This is an optimization exercise on Yosys and OpenROAD, whose aim is small area, a short achievable clock period and few clock cycles, not a production implementation.
The RTL was checked by simulation tests, not by an equivalence proof against the original design.

===== design.v =====
package cosinos_pkg;
  typedef enum logic [2:0] {
    S_IDLE,
    S_ARMED,
    S_LOAD,
    S_MUL,
    S_SCALE,
    S_FINISH
  } state_t;
  localparam int X_W    = 10;
  localparam int Y_W    = 8;
  localparam int INT_W  = 24;
  localparam int X2_W   = 20;
  localparam int FRAC_W = 16;
  localparam logic [255:0] RECIP = {
    16'd0,    16'd0,   16'd0,   16'd0,    16'd0,    16'd0,    16'd0,     16'd273,
    16'd360,  16'd496, 16'd728, 16'd1170, 16'd2185, 16'd5461, 16'd32768, 16'd0
  };
endpackage
module cosinos_datapath
#(
  parameter int MAX_TERMS = 8
) (
  input  logic                     clk,
  input  logic                     rst,
  input  logic                     load,
  input  logic                     mul_en,
  input  logic                     scale_en,
  input  logic [cosinos_pkg::X_W-1:0]           x,
  input  logic [cosinos_pkg::Y_W-1:0]           y,
  output logic                     stop,
  output logic                     last,
  output logic signed [cosinos_pkg::INT_W-1:0]  sum
);
  logic [cosinos_pkg::Y_W-1:0]                  y_r;
  logic [cosinos_pkg::X2_W-1:0]                 x2;
  logic signed [cosinos_pkg::INT_W-1:0]         term;
  logic signed [cosinos_pkg::INT_W-1:0]         p;
  logic [3:0]                      n;
  logic signed [cosinos_pkg::INT_W+cosinos_pkg::X2_W:0]      prod_mul;
  logic signed [cosinos_pkg::INT_W+cosinos_pkg::FRAC_W:0]    prod_scale;
  logic signed [cosinos_pkg::INT_W-1:0]         t_pos;
  logic signed [cosinos_pkg::INT_W-1:0]         t;
  logic [cosinos_pkg::INT_W-1:0]                t_mag;
  logic [cosinos_pkg::INT_W-1:0]                thr;
  logic                            unused_bits;
  always_comb begin
    prod_mul   = (cosinos_pkg::INT_W+cosinos_pkg::X2_W+1)'(term) * (cosinos_pkg::INT_W+cosinos_pkg::X2_W+1)'($signed({1'b0, x2}));
    prod_scale = (cosinos_pkg::INT_W+cosinos_pkg::FRAC_W+1)'(p) * (cosinos_pkg::INT_W+cosinos_pkg::FRAC_W+1)'($signed({1'b0, cosinos_pkg::RECIP[16*n +: 16]}));
    t_pos      = prod_scale[cosinos_pkg::INT_W+cosinos_pkg::FRAC_W-1:cosinos_pkg::FRAC_W];
    t          = -t_pos;
    t_mag      = t[cosinos_pkg::INT_W-1] ? -t : t;
    thr        = {{(cosinos_pkg::INT_W-cosinos_pkg::Y_W-8){1'b0}}, y_r, 8'd0};
    stop       = (t_mag < thr);
    last       = (n == 4'(MAX_TERMS));
  end
  assign unused_bits = ^{prod_mul[cosinos_pkg::INT_W+cosinos_pkg::X2_W:cosinos_pkg::INT_W+cosinos_pkg::FRAC_W], prod_mul[cosinos_pkg::FRAC_W-1:0],
                         prod_scale[cosinos_pkg::INT_W+cosinos_pkg::FRAC_W], prod_scale[cosinos_pkg::FRAC_W-1:0]};
  always_ff @(posedge clk) begin
    if (rst) begin
      y_r  <= '0;
      x2   <= '0;
      term <= '0;
      sum  <= '0;
      p    <= '0;
      n    <= '0;
    end else if (load) begin
      y_r  <= y;
      x2   <= cosinos_pkg::X2_W'(x) * cosinos_pkg::X2_W'(x);
      term <= 24'sh010000;
      sum  <= 24'sh010000;
      n    <= 4'd1;
    end else if (mul_en) begin
      p    <= prod_mul[cosinos_pkg::INT_W+cosinos_pkg::FRAC_W-1:cosinos_pkg::FRAC_W];
    end else if (scale_en && !stop) begin
      sum  <= sum + t;
      term <= t;
      if (!last) n <= n + 4'd1;
    end
  end
endmodule
module cosinos_core
#(
  parameter int MAX_TERMS = 8
) (
  input  logic            clk,
  input  logic            rst,
  input  logic            start,
  input  logic [cosinos_pkg::X_W-1:0]  x,
  input  logic [cosinos_pkg::Y_W-1:0]  y,
  output logic [1:0]      intpart,
  output logic [7:0]      fracpart,
  output logic            done
);
  cosinos_pkg::state_t     state;
  logic                    load;
  logic                    mul_en;
  logic                    scale_en;
  logic                    stop;
  logic                    last;
  logic signed [cosinos_pkg::INT_W-1:0] sum;
  function automatic logic [9:0] reduce_q28(input logic signed [15:0] sh);
    reduce_q28 = sh[9:0];
  endfunction
  assign load     = (state == cosinos_pkg::S_LOAD);
  assign mul_en   = (state == cosinos_pkg::S_MUL);
  assign scale_en = (state == cosinos_pkg::S_SCALE);
  cosinos_datapath #(.MAX_TERMS(MAX_TERMS)) u_dp (
    .clk      (clk),
    .rst      (rst),
    .load     (load),
    .mul_en   (mul_en),
    .scale_en (scale_en),
    .x        (x),
    .y        (y),
    .stop     (stop),
    .last     (last),
    .sum      (sum)
  );
  always_ff @(posedge clk) begin
    if (rst) begin
      state    <= cosinos_pkg::S_IDLE;
      intpart  <= '0;
      fracpart <= '0;
      done     <= 1'b0;
    end else begin
      case (state)
        cosinos_pkg::S_IDLE: begin
          if (start) begin
            done  <= 1'b0;
            state <= cosinos_pkg::S_ARMED;
          end
        end
        cosinos_pkg::S_ARMED:  if (!start) state <= cosinos_pkg::S_LOAD;
        cosinos_pkg::S_LOAD: begin
          done  <= 1'b0;
          state <= cosinos_pkg::S_MUL;
        end
        cosinos_pkg::S_MUL:    state <= cosinos_pkg::S_SCALE;
        cosinos_pkg::S_SCALE:  state <= (stop || last) ? cosinos_pkg::S_FINISH : cosinos_pkg::S_MUL;
        cosinos_pkg::S_FINISH: begin
          {intpart, fracpart} <= reduce_q28(16'(sum >>> 8));
          done  <= 1'b1;
          state <= cosinos_pkg::S_IDLE;
        end
        default:  state <= cosinos_pkg::S_IDLE;
      endcase
    end
  end
endmodule

===== constraint.sdc =====
create_clock -name core_clock -period 11.0 [get_ports {clk}]
set_input_delay 2.2000 -clock core_clock [delete_from_list [all_inputs] [get_ports {clk}]]
set_output_delay 2.2000 -clock core_clock [all_outputs]
set_load 0.01 [all_outputs]

===== config.mk =====
export PLATFORM = sky130hd
export DESIGN_NAME = cosinos_core
export DESIGN_NICKNAME = cosinos_core
export VERILOG_FILES = /design/flow/design.v
export SDC_FILE = /design/flow/constraint.sdc
export NUM_CORES = 4
export LEC_CHECK = 0
export CAP_MARGIN = 20
export CORE_MARGIN = 2
export CORE_UTILIZATION = 40
export SLEW_MARGIN = 20

===== run.sh =====
#!/bin/bash
# synth_recipe.tcl (not shown) runs the flow's synth.tcl, then flattens the netlist and writes it again
# the make line also repeats each setting of config.mk as NAME=value (left out here)
make -C /OpenROAD-flow-scripts/flow DESIGN_CONFIG=/design/flow/config.mk WORK_HOME=/design/flow/orfs CLKGATE_MAP_FILE= SYNTH_SCRIPT=/design/flow/synth_recipe.tcl finish

==> impl_metrics.env, run 1 <==
export IMPL_status="no timing/DRC/antenna violations"
export IMPL_final_cells=5467
export IMPL_fp_dieW_um=308.6
export IMPL_cts_buffers=9
export IMPL_period_share=0.9555
export IMPL_core_sq_mm=0.09180
export IMPL_use_met1=0.3003
export IMPL_cp_start_kind="flop"
export IMPL_clk_pin_slew_worst_paths_ns=0.09
export IMPL_netlist_area_sq_mm=0.03710
export IMPL_cts_tree="built"
export IMPL_synthToLayoutAreaGrowth_pct=7.439
export IMPL_clock_sink_count=111
export IMPL_grt_pass1_wl_mm=160.0
export IMPL_die_h_um=308.6
export IMPL_nets=5359
export IMPL_antenna_found_initial=1
export IMPL_final_hold_viol_count=0
export IMPL_async_flop_share=0
export IMPL_hold_class="flop to flop"
export IMPL_worstMarginPinSlew_ns=1.135
export IMPL_synth_edf_count=0
export IMPL_drt_first_pass_iters=5
export IMPL_crit_slowest_cell="fa_1"
export IMPL_routed_wl_mm=97.13
export IMPL_dp_cells=5443
export IMPL_ys_seq_elements=111
export IMPL_hold_ws_ns=0.4576
export IMPL_num_io_pins=32
export IMPL_grt_busiest_layer="met2"
export IMPL_gp_congestion=0.9270
export IMPL_synth_distinct_cells=89
export IMPL_yosysWarnings=2
export IMPL_grt_use_total=0.2136
export IMPL_min_path_cells=2
export IMPL_drv_cap=0
export IMPL_grt_use_met3=0.01733
export IMPL_cp_required_ns=11.31
export IMPL_grt_max_degree=75
export IMPL_syn_mean_instance_area_sq_um=8.788
export IMPL_layout_drive_gt1_share=0.05329
export IMPL_start_util=0.4042
export IMPL_clock_path_buffers=2
export IMPL_period_needed_ns=10.51
export IMPL_die_area_sq_mm=0.09521
export IMPL_insertion_delay_ns=0.38
export IMPL_numPortBuffers=31
export IMPL_synth_ff_type="dfxtp_1"
export IMPL_fmaxAchievable_ghz=0.09514
export IMPL_grt_pass1_vias=29360
export IMPL_synthCells=4222
export IMPL_cp_end_kind="flop"
export IMPL_drtAntennaViolNets=0
export IMPL_crit_type="flop to flop"
export IMPL_grtUsageMet2=0.3578
export IMPL_crit_arrival_ns=10.82
export IMPL_relSlewSlack=0.2426
export IMPL_drc=0
export IMPL_cp_max_fo=19
export IMPL_finalMaxSlewViolations=0
export IMPL_fillerInstances=9138
export IMPL_critPathMaxStageDelay_ns=0.56
export IMPL_tns_ns=0
export IMPL_yosysSeqAreaShare=0.05989
export IMPL_overflow=0
export IMPL_drt_iter0_drc=1771
export IMPL_finalSetupViolations=0
export IMPL_synth_nets=5364
export IMPL_r2r_cells=40
export IMPL_fp_row_count=111
export IMPL_hpwlAfterDp_mm=80.00
export IMPL_vias=27670
export IMPL_skew_ns=0.01967
export IMPL_cts_root_buf="clkbuf_16"
export IMPL_final_util=0.4342
export IMPL_cp_common_cell="fa_1"
export IMPL_htreeDepth=3
export IMPL_routedWlPerCell_um=17.77
export IMPL_vias_per_cell=5.061
cells in the mapped netlist (all sizes together), types with 14 or more instances:
library cell	number	area share
nand4	15	0.0025
a21oi	138	0.019
nor3	33	0.0045
o21ai	76	0.010
o21a	14	0.0030
clkbuf	185	0.019
fa	789	0.43
nor2	80	0.0081
nand3	39	0.0053
mux2i	45	0.012
and2	410	0.069
o211ai	23	0.0047
and3	21	0.0037
xnor2	73	0.017
nand2b	14	0.0024
xor2	40	0.0094
dfxtp	111	0.060
or3	22	0.0037
a21o	36	0.0073
nor2b	19	0.0032
nand2	588	0.059
inv	918	0.093
a211oi	15	0.0034
ha	332	0.11
what timing repair did:
item | CTS | global route
setup endpoints to repair | 16 | 48
hold buffers | 0 | 0
buffers inserted | 0 | 4
cloned | 0 | 2
gates resized for setup | 1 | 27
hold endpoints to repair | 0 | 0
pin swaps | 0 | 7
logic make-up after synthesis:
logic type | Yosys count | synth area share
compound gates | 416 | 0.07419
xor+xnor | 114 | 0.02728
fa+ha+maj | 1121 | 0.5376
buf+inv | 1114 | 0.1136
flops | 111 | 0.05989
mux | 46 | 0.01244
other cells | 1 | 0.0001011
simple gates | 1299 | 0.1748
critical path: cells and delay by family (launching register included):
family          cells  cell delay (ns)
compound gates     15             3.43
xor+xnor            1             0.17
fa+ha+maj           9             3.83
buf+inv             6             0.99
flops               1             0.37
mux                 2             0.29
simple gates        7             1.36
layout by cell type, fill, tap and decap left out, types with 22 or more instances in the layout:
| master | instances |
|---|---|
| fa_1 | 789 |
| dfxtp_1 | 109 |
| or3_1 | 22 |
| xor2_1 | 40 |
| a21o_1 | 36 |
| clkdlybuf4s50_1 | 30 |
| nand3_1 | 39 |
| buf_4 | 136 |
| nor3_1 | 32 |
| a21oi_1 | 132 |
| ha_1 | 331 |
| nor2_1 | 77 |
| o21ai_0 | 70 |
| xnor2_1 | 73 |
| inv_1 | 918 |
| nand2_1 | 587 |
| o211ai_1 | 23 |
| mux2i_1 | 45 |
| and2_1 | 406 |
area by class of cell:
class / instances / area [sq um] / share of cell area
clock inverters: 7 / 75.07 / 0.001883
repair buffers: 180 / 1560 / 0.03914
flip-flops and latches: 111 / 2225 / 0.05580
well taps: 1243 / 1555 / 0.03901
diodes: 2 / 5.005 / 0.0001255
clock buffers: 9 / 225.2 / 0.005650
inverters: 918 / 3446 / 0.08644
multi-input cells: 2997 / 30770 / 0.7719
metrics by stage:
step,area [sq um],setup slack (ns)
2_1_floorplan,37100,0.2459
3_3_place_gp,39410,0.2345
3_5_place_dp,39410,-0.01269
4_1_cts,39720,0.05978
5_1_grt,39860,-0.01235
6_report,39860,0.4897
worst paths after layout:
check | slack (ns) | end | start
worst min-delay path | 0.46 | u_dp.x2[0]$_SDFFE_PP0P_ | u_dp.x2[0]$_SDFFE_PP0P_
worst max-delay path | 0.49 | u_dp.sum[8]$_SDFFE_PP0P_ | u_dp.n[1]$_SDFFE_PP0P_
worst min register to register | 0.46 | u_dp.x2[0]$_SDFFE_PP0P_ | u_dp.x2[0]$_SDFFE_PP0P_
worst max register to register | 0.49 | u_dp.sum[8]$_SDFFE_PP0P_ | u_dp.n[1]$_SDFFE_PP0P_
metal layers:
layer,vias up,part of all wire
li1,12790,-
met1,14040,0.45
met2,721,0.47
met3,120,0.044
met4,0,0.027
met5,-,0
registers in the layout, indices dropped and copies added (netlist names):
| signal | cells |
|---|---|
| u_dp.p | 24 |
| u_dp.term | 24 |
| u_dp.x2 | 19 |
| u_dp.sum | 18 |
| fracpart | 8 |
| u_dp.y_r | 8 |
| u_dp.n | 4 |
| state | 3 |
| intpart | 2 |
| done | 1 |
Testbench counts, summed over its fixed seeds: cycles 35,660.
==> inputs of run 2 (changes only) <==
==> design.v (replaced) <==
package cosinos_pkg;
  localparam int X_W    = 10;
  localparam int Y_W    = 8;
  localparam int INT_W  = 24;
  localparam int X2_W   = 20;
  localparam int FRAC_W = 16;
  localparam int SUM_W  = 18;    
endpackage
module cosinos_datapath (
  input  logic                                 clk,
  input  logic                                 start,
  input  logic                                 step,    
  input  logic [cosinos_pkg::X_W-1:0]          x,
  input  logic [cosinos_pkg::Y_W-1:0]          y,
  input  logic [2:0]                           n,       
  output logic                                 stop1,   
  output logic                                 stop,    
  output logic [cosinos_pkg::SUM_W-1:0]        sum
);
  localparam int W = cosinos_pkg::INT_W;
  logic [cosinos_pkg::Y_W-1:0]   y_r;
  logic [cosinos_pkg::X2_W-1:0]  x2;
  logic signed [W-1:0]           term;
  logic [cosinos_pkg::X2_W-1:0]  x2_in;
  logic signed [W-1:0]           t1;
  logic signed [W+cosinos_pkg::X2_W:0] prod_mul;
  logic signed [W-1:0]           p;
  logic [12:0]                   r;
  logic signed [39:0]            prod_scale;
  logic signed [W-1:0]           tp;
  logic signed [W-1:0]           t;
  logic [W-1:0]                  mag;
  always_comb begin
    x2_in = {10'd0, x} * {10'd0, x};
    t1    = -{5'd0, x2_in[19:1]};
    stop1 = (x2_in[19:9] < {3'd0, y});
    case (n)
      3'd1:    r = 13'd5461;
      3'd2:    r = 13'd2185;
      3'd3:    r = 13'd1170;
      3'd4:    r = 13'd728;
      3'd5:    r = 13'd496;
      3'd6:    r = 13'd360;
      3'd7:    r = 13'd273;
      default: r = 13'd0;
    endcase
    prod_mul   = term * $signed({1'b0, x2});
    p          = prod_mul[W+15:16];
    prod_scale = p * $signed({1'b0, r});
    tp         = prod_scale[W+15:16];
    t          = -tp;
    mag        = tp[W-1] ? -tp : tp;
    stop       = (mag[23:8] < {8'd0, y_r});
  end
  always_ff @(posedge clk) begin
    if (start) begin
      y_r  <= y;
      x2   <= x2_in;
      term <= t1;
      sum  <= stop1 ? 18'h10000 : 18'h10000 + t1[17:0];
    end else if (step) begin
      term <= t;
      sum  <= sum + t[17:0];
    end
  end
endmodule
module cosinos_core (
  input  logic            clk,
  input  logic            rst,
  input  logic            start,
  input  logic [cosinos_pkg::X_W-1:0]  x,
  input  logic [cosinos_pkg::Y_W-1:0]  y,
  output logic [1:0]      intpart,
  output logic [7:0]      fracpart,
  output logic            done
);
  logic       busy;     
  logic       fin;      
  logic       have;     
  logic [2:0] n;        
  logic       stop1;
  logic       stop;
  logic       finish;
  logic [cosinos_pkg::SUM_W-1:0] sum;
  assign finish = fin | stop;
  cosinos_datapath u_dp (
    .clk   (clk),
    .start (start),
    .step  (busy & ~finish),
    .x     (x),
    .y     (y),
    .n     (n),
    .stop1 (stop1),
    .stop  (stop),
    .sum   (sum)
  );
  assign done     = have | (busy & finish);
  assign intpart  = sum[17:16];
  assign fracpart = sum[15:8];
  always_ff @(posedge clk) begin
    if (rst) begin
      busy <= 1'b0;
      have <= 1'b0;
    end else if (start) begin
      busy <= 1'b1;
      have <= 1'b0;
    end else if (busy & finish) begin
      busy <= 1'b0;
      have <= 1'b1;
    end
  end
  always_ff @(posedge clk) begin
    if (start) begin
      n   <= 3'd1;
      fin <= stop1;
    end else begin
      n   <= n + 3'd1;
      fin <= (n == 3'd7);
    end
  end
endmodule
==> run 2 against run 1 <==
Now fails the layout checks on setup timing; final cell count up 1.2%; clock skew down 0.0073 ns; register-to-register slack worse by 5.6 ns; sequential cell count down 36; first-iteration DRC count down 21%; fmax down 40%; count of clock-buffer cells in the layout up 1.
==> impl_metrics.env, run 2 <==
export IMPL_status="finished with violations"
export IMPL_violations="setup timing"
export IMPL_nets=5473
export IMPL_cts_root_buf="clkbuf_16"
export IMPL_min_path_cells=1
export IMPL_vias=26880
export IMPL_r2r_cells=69
export IMPL_hold_ws_ns=0.4522
export IMPL_numPortBuffers=31
export IMPL_critPathMaxStageDelay_ns=0.58
export IMPL_synthToLayoutAreaGrowth_pct=26.75
export IMPL_cp_start_kind="flop"
export IMPL_synth_edf_count=69
export IMPL_cp_max_fo=10
export IMPL_drtAntennaViolNets=0
export IMPL_grt_pass1_wl_mm=153.8
export IMPL_path_buf_inv=14
export IMPL_grt_pass1_vias=29290
export IMPL_yosys_top_cells_area="fa_1 44%, ha_1 11%, inv_1 9.9%, and2_1 6.4%, edfxtp_1 6.1%"
export IMPL_ys_seq_elements=75
export IMPL_period_needed_ns=17.49
export IMPL_grt_max_degree=87
export IMPL_regMostFlops="u_dp.term"
export IMPL_relSlewSlack=0.2813
export IMPL_diodes=0
export IMPL_drt_iter0_drc=1403
export IMPL_cts_buffers=9
export IMPL_period_share=1.590
export IMPL_finalMaxSlewViolations=0
export IMPL_cts_tree="built"
export IMPL_htreeDepth=3
export IMPL_drv_cap=0
export IMPL_grt_use_total=0.2253
export IMPL_antenna_found_initial=0
export IMPL_start_util=0.4021
export IMPL_fin_ws_ns=-6.489
export IMPL_largestRegisters="u_dp.term x24, u_dp.x2 x19, u_dp.sum x18"
export IMPL_crit_type="flop to output pin"
export IMPL_worstMarginPinSlew_ns=1.070
export IMPL_core_sq_mm=0.08488
export IMPL_async_flop_share=0
export IMPL_vias_per_cell=4.858
export IMPL_final_cells=5532
export IMPL_clock_sink_count=75
export IMPL_final_hold_viol_count=0
export IMPL_dp_cells=5407
export IMPL_synth_ff_type="edfxtp_1"
export IMPL_drt_first_pass_iters=5
export IMPL_synthCells=3743
export IMPL_path_delay_family="adder cells"
export IMPL_final_cell_mix="879 x inv_1, 746 x fa_1, 623 x buf_4"
export IMPL_clk_pin_slew_worst_paths_ns=0.07
export IMPL_design_area_sq_mm=0.04326
export IMPL_finalSetupViolations=87
export IMPL_largest_register_ffs=24
export IMPL_die_area_sq_mm=0.08767
export IMPL_netlist_area_sq_mm=0.03413
export IMPL_crit_arrival_ns=15.29
export IMPL_yosysWarnings=2
export IMPL_fp_dieW_um=296.1
export IMPL_drc=0
export IMPL_num_io_pins=32
export IMPL_synth_distinct_cells=81
export IMPL_layout_commonest_cell="inv_1"
export IMPL_syn_mean_instance_area_sq_um=9.117
export IMPL_place_area_sq_mm=0.04050
export IMPL_hold_class="flop to flop"
export IMPL_routedWlPerCell_um=17.05
export IMPL_skew_ns=0.01235
export IMPL_fmaxAchievable_ghz=0.05718
export IMPL_hpwlAfterDp_mm=80.25
export IMPL_clock_path_buffers=2
export IMPL_die_h_um=296.1
export IMPL_critical_path_depth=64
export IMPL_synth_nets=4833
export IMPL_insertion_delay_ns=0.37
export IMPL_crit_slowest_cell="fa_1"
export IMPL_synth_largest_area_cell="fa_1"
export IMPL_yosysMostFrequentCell="inv_1"
export IMPL_cp_end_kind="output pin"
export IMPL_yosysSeqAreaShare=0.06423
export IMPL_overflow=0
export IMPL_fillerInstances=7952
export IMPL_synth_top_cell_area_share=0.4441
export IMPL_cp_common_cell="fa_1"
export IMPL_routed_wl_mm=94.33
export IMPL_final_util=0.5096
export IMPL_gp_congestion=0.9263
export IMPL_ys_top_cells_by_count="898 x inv_1, 757 x fa_1, 374 x nand2_1"
export IMPL_place_worst_setup_slack_ns=-6.939
export IMPL_layout_drive_gt1_share=0.2297
export IMPL_cp_required_ns=8.80
export IMPL_fp_row_count=107
export IMPL_rsz0062_at_grt="true"
[run 2: cell families (layout without fill, tap and decap cells)]
family | Yosys count | in the layout | share of synthesized area
AND/OR/NAND/NOR | 1108 | 1108 | 0.1619
flip-flops | 75 | 75 | 0.06423
adder cells (fa/ha/maj) | 1069 | 1069 | 0.5585
multiplexers | 9 | 9 | 0.002896
buffers and inverters | 1022 | 1667 | 0.1135
AO/OA/AOI/OAI | 294 | 294 | 0.05632
XOR/XNOR | 166 | 166 | 0.04260
[run 2: worst reg2reg max path: cells and delay by family (launching register included)]
kind / cells / cell delay (ns)
flops: 1 / 0.38
compound gates: 18 / 3.49
fa+ha+maj: 17 / 7.49
buf+inv: 17 / 1.45
simple gates: 13 / 2.42
xor+xnor: 4 / 0.65
[run 2: metal layers]
metal	GRT usage	vias up	wire, um
met1	0.2928	13640	39830
li1	-	12490	-
met4	0.06960	0	3165
met2	0.3907	583	47170
met5	0	-	0
met3	0.02900	162	4166
[run 2: cell type report]
class                   instances  area, sq um  area share
flip-flops and latches         75         2192     0.05068
repair buffers                752         6384      0.1476
inverters                     899         3377     0.07807
well taps                    1144         1431     0.03309
clock inverters                 6        50.05    0.001157
multi-input cells            2646        29590      0.6841
clock buffers                  10        229.0    0.005293
[run 2: worst paths after layout]
path,start,endpoint,slack (ns)
hold reg to reg,have$_SDFFE_PP0P_,have$_SDFFE_PP0P_,0.45
setup / recovery,u_dp.x2[11]$_DFFE_PP_,done,-6.49
setup reg to reg,u_dp.x2[11]$_DFFE_PP_,u_dp.sum[17]$_DFFE_PP_,-5.16
hold / removal,have$_SDFFE_PP0P_,have$_SDFFE_PP0P_,0.45
[run 2: stage by stage]
step                setup TNS (ns)
finish                     -329.59
global placement           -347.44
global route               -372.06
CTS                        -310.37
floorplan                  -294.22
detailed placement         -357.50
[run 2: timing repair]
action                                 in CTS  in global routing
pin swaps                                  61                 83
setup buffers                              75                 42
cloned                                      5                  2
setup endpoints to repair                  87                 87
gates resized for setup                   185                164
endpoints found under the hold margin       0                  0
hold buffers                                0                  0
Testbench counts of run 2, summed over its fixed seeds: cycles 8,722.

==> static timing again, ports no longer ideal <==
Ports are ideal in the flow. The routed layouts listed here were re-timed in OpenROAD. Step 1: set_driving_cell puts a clkbuf_16 on clk and a buf_2 on each other input, an assumption about the parent block. Step 2 moves the port delays by t, midway between the first and last clock arrival at a register: inputs arrive t later, outputs are due t later. That takes back most of the time a late clock gives input paths. a / b / c = ideal ports / drivers / drivers and shift; a / b = the first two.
| run | t (ns) | setup WS [ns] | pins driven straight from the clock port |
|---|---|---|---|
| run 1 | 0.420 | 0.490 / 0.490 / 0.490 | 1 |
| run 2 | 0.422 | -6.489 / -6.544 / -6.122 | 1 |
